This design comes from an exercise in tuning for small area, a short achievable clock period and few clock cycles per item on the open sky130 flow, not from production work.
Function was checked by simulation only, so behaviour that the tests miss may differ from the original.

==> 07-09: inputs <==
Design convex_polygon_sat_overlap_core, start of the top module:
module convex_polygon_sat_overlap_core #(
  parameter int MAX_VERTICES = csat_pkg::MAX_VERTICES_DEF,
  parameter int COORD_BITS   = csat_pkg::COORD_BITS_DEF
) (
  input  logic                            clk_i,
  input  logic                            rst_ni,
  input  logic                            in_valid_i,
  output logic                            in_ready_o,
  input  logic [csat_pkg::CMD_W-1:0]      in_command_i,
  input  logic [csat_pkg::FIELD_W-1:0]    in_vertex_x_i,
  input  logic [csat_pkg::FIELD_W-1:0]    in_vertex_y_i,
  output logic                            out_valid_o,
  input  logic                            out_ready_i,
  output logic                            out_overlap_o,
  output logic [csat_pkg::STATUS_W-1:0]   out_status_o
);
==> flow/config.mk <==
export PLATFORM = sky130hd
export DESIGN_NAME = convex_polygon_sat_overlap_core
export DESIGN_NICKNAME = convex_polygon_sat_overlap_core
export VERILOG_FILES = /design/flow/design.v
export SDC_FILE = /design/flow/constraint.sdc
export NUM_CORES = 4
export LEC_CHECK = 0
export CAP_MARGIN = 20
export CORE_MARGIN = 2
export CORE_UTILIZATION = 40
export SETUP_SLACK_MARGIN = 4
export SLEW_MARGIN = 20
==> flow/constraint.sdc <==
create_clock -name core_clock -period 10.0 [get_ports {clk_i}]
set_input_delay 2.0000 -clock core_clock [delete_from_list [all_inputs] [get_ports {clk_i}]]
set_output_delay 2.0000 -clock core_clock [all_outputs]
set_load 0.01 [all_outputs]
run.sh (not shown) runs the stock make flow with config.mk's settings and CLKGATE_MAP_FILE= SYNTH_SCRIPT=/design/flow/synth_recipe.tcl, a recipe that flattens the netlist after the stock synthesis.
==> 10-05 (differences from 07-09) <==
--- a/flow/design.v
+++ b/flow/design.v
@@ -2549,13 +2549,13 @@
       if (test_start) begin
         c_rst_q[c]  <= 1'b1;
         c_more_q[c] <= 1'b1;
       end
       if (iss && (iss_c == c)) begin
         c_rst_q[c]  <= 1'b0;
-        c_more_q[c] <= (s_k + 5'd1 != m_q);
+        c_more_q[c] <= (s_k + 5'd1 != m_q) || !(run_q || rq_test);
       end
       if (iss_new && (iss_c == c)) begin
         c_own_q[c]  <= ax_own_q;
         c_base_q[c] <= ax_base_q;
         c_nx_q[c]   <= ax_nx_q;
         c_ny_q[c]   <= ax_ny_q;
==> flow/config.mk (replaced) <==
export PLATFORM = sky130hd
export DESIGN_NAME = convex_polygon_sat_overlap_core
export DESIGN_NICKNAME = convex_polygon_sat_overlap_core
export VERILOG_FILES = /design/flow/design.v
export SDC_FILE = /design/flow/constraint.sdc
export NUM_CORES = 4
export LEC_CHECK = 0
export ABC_AREA = 1
export CAP_MARGIN = 20
export CORE_MARGIN = 2
export CORE_UTILIZATION = 55
export PLACE_DENSITY = 0.62
export SETUP_SLACK_MARGIN = 4
export SLEW_MARGIN = 20
export TNS_END_PERCENT = 10
==> out/results.tsv <==
metric	value	unit
synthesized cell area	0.122	mm²
Resized cells post-CTS	392	
clock tree buffer depth	4	
period utilisation layout	0.662	
status	finished clean	
Hold Crit Endpoint	p2_ib_q[3]	
synth cell count leaders	edfxtp_1 (1584), nand2_1 (850), inv_1 (721), nor2_1 (581), ha_1 (573)	
Initial Util	0.403	
Core Util, Final	0.462	
Num CTS Buffers	217	
bufs w/o clock	564	
The numbers above come from 07-09.

==> out/results.tsv <==
metric	value	unit
status	finished clean	
Resized cells post-CTS	268	
clock tree buffer depth	3	
Hold Crit Endpoint	p2_ia_q[3]	
Avg Cell Area, Syn	9.46	µm²
synth cell count leaders	nand2_1 (2304), edfxtp_1 (1584), inv_1 (1578), nand3_1 (868), o21ai_0 (832)	
Num CTS Buffers	213	
Core Util, Final	0.618	
bufs w/o clock	454	
synthesized cell area	0.126	mm²
The numbers above come from 10-05.

Testbench counts of 07-09, summed over its fixed seeds: cycles 18,133, tests 320.
Testbench counts of 10-05, summed over its fixed seeds: cycles 18,017, tests 320.

==> sierra <==
convex_polygon_sat_overlap_core again, from the RTL that the note above started with.
clock: 10.0 ns
lec_check: 0
cap_margin: 20
core_margin: 2
core_utilization: 40
place_density: 0.5
setup_slack_margin: 4
slew_margin: 20
tns_end_percent: 10
==> inputs of maple, as changes to sierra <==
--- a/flow/design.v
+++ b/flow/design.v
@@ -2549,13 +2549,13 @@
       if (test_start) begin
         c_rst_q[c]  <= 1'b1;
         c_more_q[c] <= 1'b1;
       end
       if (iss && (iss_c == c)) begin
         c_rst_q[c]  <= 1'b0;
-        c_more_q[c] <= (s_k + 5'd1 != m_q);
+        c_more_q[c] <= (s_k + 5'd1 != m_q) || !(run_q || rq_test);
       end
       if (iss_new && (iss_c == c)) begin
         c_own_q[c]  <= ax_own_q;
         c_base_q[c] <= ax_base_q;
         c_nx_q[c]   <= ax_nx_q;
         c_ny_q[c]   <= ax_ny_q;
- ABC_AREA: default -> 1
- CORE_UTILIZATION: 40 -> 45
==> notes <==
- sierra completed without violations. maple finished clean.
- Between maple and sierra, the lower utilization is in sierra (gap 4.8 points).
- In maple the register-to-register slack is better than in sierra, by 0.06 ns.
- Against sierra, the cell count of maple is higher by about 17%.
- Between sierra and maple, the lower design area is in sierra (gap 1.5%, measured against maple).
- Critical path depth: maple is lower than sierra (21).
- Against maple, the maximum frequency of sierra is smaller by 0.93%.
Testbench counts of sierra, summed over its fixed seeds: cycles 18,133, tests 320.
Testbench counts of maple, summed over its fixed seeds: cycles 18,017, tests 320.

==> branch yarrow <==
convex_polygon_sat_overlap_core with an RTL version that a note above also has.
==> flow/design.v (excerpt) <==
module convex_polygon_sat_overlap_core #(
  parameter int MAX_VERTICES = csat_pkg::MAX_VERTICES_DEF,
  parameter int COORD_BITS   = csat_pkg::COORD_BITS_DEF
) (
  input  logic                            clk_i,
  input  logic                            rst_ni,
  input  logic                            in_valid_i,
  output logic                            in_ready_o,
  input  logic [csat_pkg::CMD_W-1:0]      in_command_i,
  input  logic [csat_pkg::FIELD_W-1:0]    in_vertex_x_i,
  input  logic [csat_pkg::FIELD_W-1:0]    in_vertex_y_i,
  output logic                            out_valid_o,
  input  logic                            out_ready_i,
  output logic                            out_overlap_o,
  output logic [csat_pkg::STATUS_W-1:0]   out_status_o
);
clock: 10.0 ns
lec_check: 0
abc_area: 1
cap_margin: 20
core_margin: 2
core_utilization: 40
place_density: 0.5
setup_slack_margin: 4
slew_margin: 20
tns_end_percent: 10
==> inputs of branch delta, as changes to branch yarrow <==
ABC_AREA = unset   (was 1)
CORE_UTILIZATION = 48   (was 40)
PLACE_DENSITY = 0.55   (was 0.5)
==> flow_summary.toml <==
[outcome]
outcome = "finished clean"

[routing]
vias = 93250
drt-met1-wl_um = 172600

[final_layout]
multi_input_area_share_pct = 45.19
buffers_excl_clock = 595

[logic_synthesis]
synth_mux_area_share_pct = 7.373

[clocking]
clock_latency_ps = 900

[setup_path]
required_ps = 10770
crit_arrival_ps = 7170

[timing]
hold_ws_ps = 319.4

[global_routing]
grt_usage_pct = 35.18
use_met3_pct = 6.671

[floorplanning]
rows = 185
# the run above: branch delta

==> flow_summary.toml <==
[outcome]
outcome = "finished clean"

[routing]
drt-met1-wl_um = 194500
vias = 103000

[logic_synthesis]
synth_mux_area_share_pct = 0.6649

[setup_path]
crit_arrival_ps = 6840

[timing]
hold_ws_ps = 325.2

[final_layout]
buffers_excl_clock = 522

[floorplanning]
rows = 206

[global_routing]
grt_usage_pct = 30.04
# the run above: branch yarrow

Testbench counts of branch yarrow, summed over its fixed seeds: cycles 18,017, tests 320.
Testbench counts of branch delta, summed over its fixed seeds: cycles 18,017, tests 320.

==> inputs of run E <==
Starting RTL as in the previous note.
clock: 10.0 ns
lec_check: 0
abc_area: 1
cap_margin: 20
core_margin: 2
core_utilization: 48
place_density: 0.55
setup_slack_margin: 4
slew_margin: 20
tns_end_percent: 10
==> run X (differences from run E) <==
Settings changed: ABC_AREA 1 to not set, CORE_UTILIZATION 48 to 40, PLACE_DENSITY 0.55 to 0.5.
==> comparison <==
In run X the count of clock-buffer cells in the layout is lower than in run E, by 10. Of run X and run E, run E has the higher first-iteration DRC count (gap 21%, measured against run E). Cell area: run X is smaller than run E (about 0.32%). Of run E and run X, run E has the higher global-route usage (gap 7.3 points).
==> figures <==
                                                      run X         run E
Status                             timing/DRC/antenna clean  timing/DRC/antenna clean
Buffers excl. clock                                     626           491
Syn-to-layout area delta                              15.3%         12.4%
Final non-filler cell total                           15200         17000
Area enclosed by the die boundary              311000 sq um  267000 sq um
Clock buffer count                                      296           306
Routed met3 length                                 43200 um      63800 um
Post-detailed-placement cell area              129000 sq um  131000 sq um
GR met1 Demand/Resource                               38.6%         49.7%
Initial standard-cell utilization of the core         40.1%         48.2%
WP buf/inv                                                5             7
Testbench counts of run E, summed over its fixed seeds: cycles 18,017, tests 320.
Testbench counts of run X, summed over its fixed seeds: cycles 18,017, tests 320.

-- re-timing with driven ports --
How much do the figures lean on ideal ports? The routed layouts below were timed once more, with nothing changed but the port constraints. Step 1: set_driving_cell puts a clkbuf_16 on clk_i and a buf_2 on each other input, an assumption about the parent block. Step 2 also shifts input and output timing later by t, the mid clock arrival at the registers, as if the neighbouring blocks saw the same clock. Slacks: ideal / step 1 / step 2; pairs: ideal / step 1.
run	t, ns	setup WS [ns]	hold WS [ns]
07-09	0.975	3.383 / 3.383 / 3.383	0.328 / 0.328 / 0.328
10-05	0.980	3.806 / 3.806 / 3.806	0.325 / 0.325 / 0.325
sierra	0.991	3.620 / 3.620 / 3.620	0.306 / 0.306 / 0.306
maple	1.001	3.679 / 3.679 / 3.679	0.326 / 0.326 / 0.326
branch yarrow	1.009	3.773 / 3.773 / 3.773	0.325 / 0.325 / 0.325
branch delta	0.961	3.601 / 3.601 / 3.601	0.319 / 0.319 / 0.319
run E	1.019	3.780 / 3.780 / 3.780	0.328 / 0.328 / 0.328
run X	1.003	3.540 / 3.540 / 3.540	0.326 / 0.326 / 0.326
After both steps every run listed still meets setup and hold.
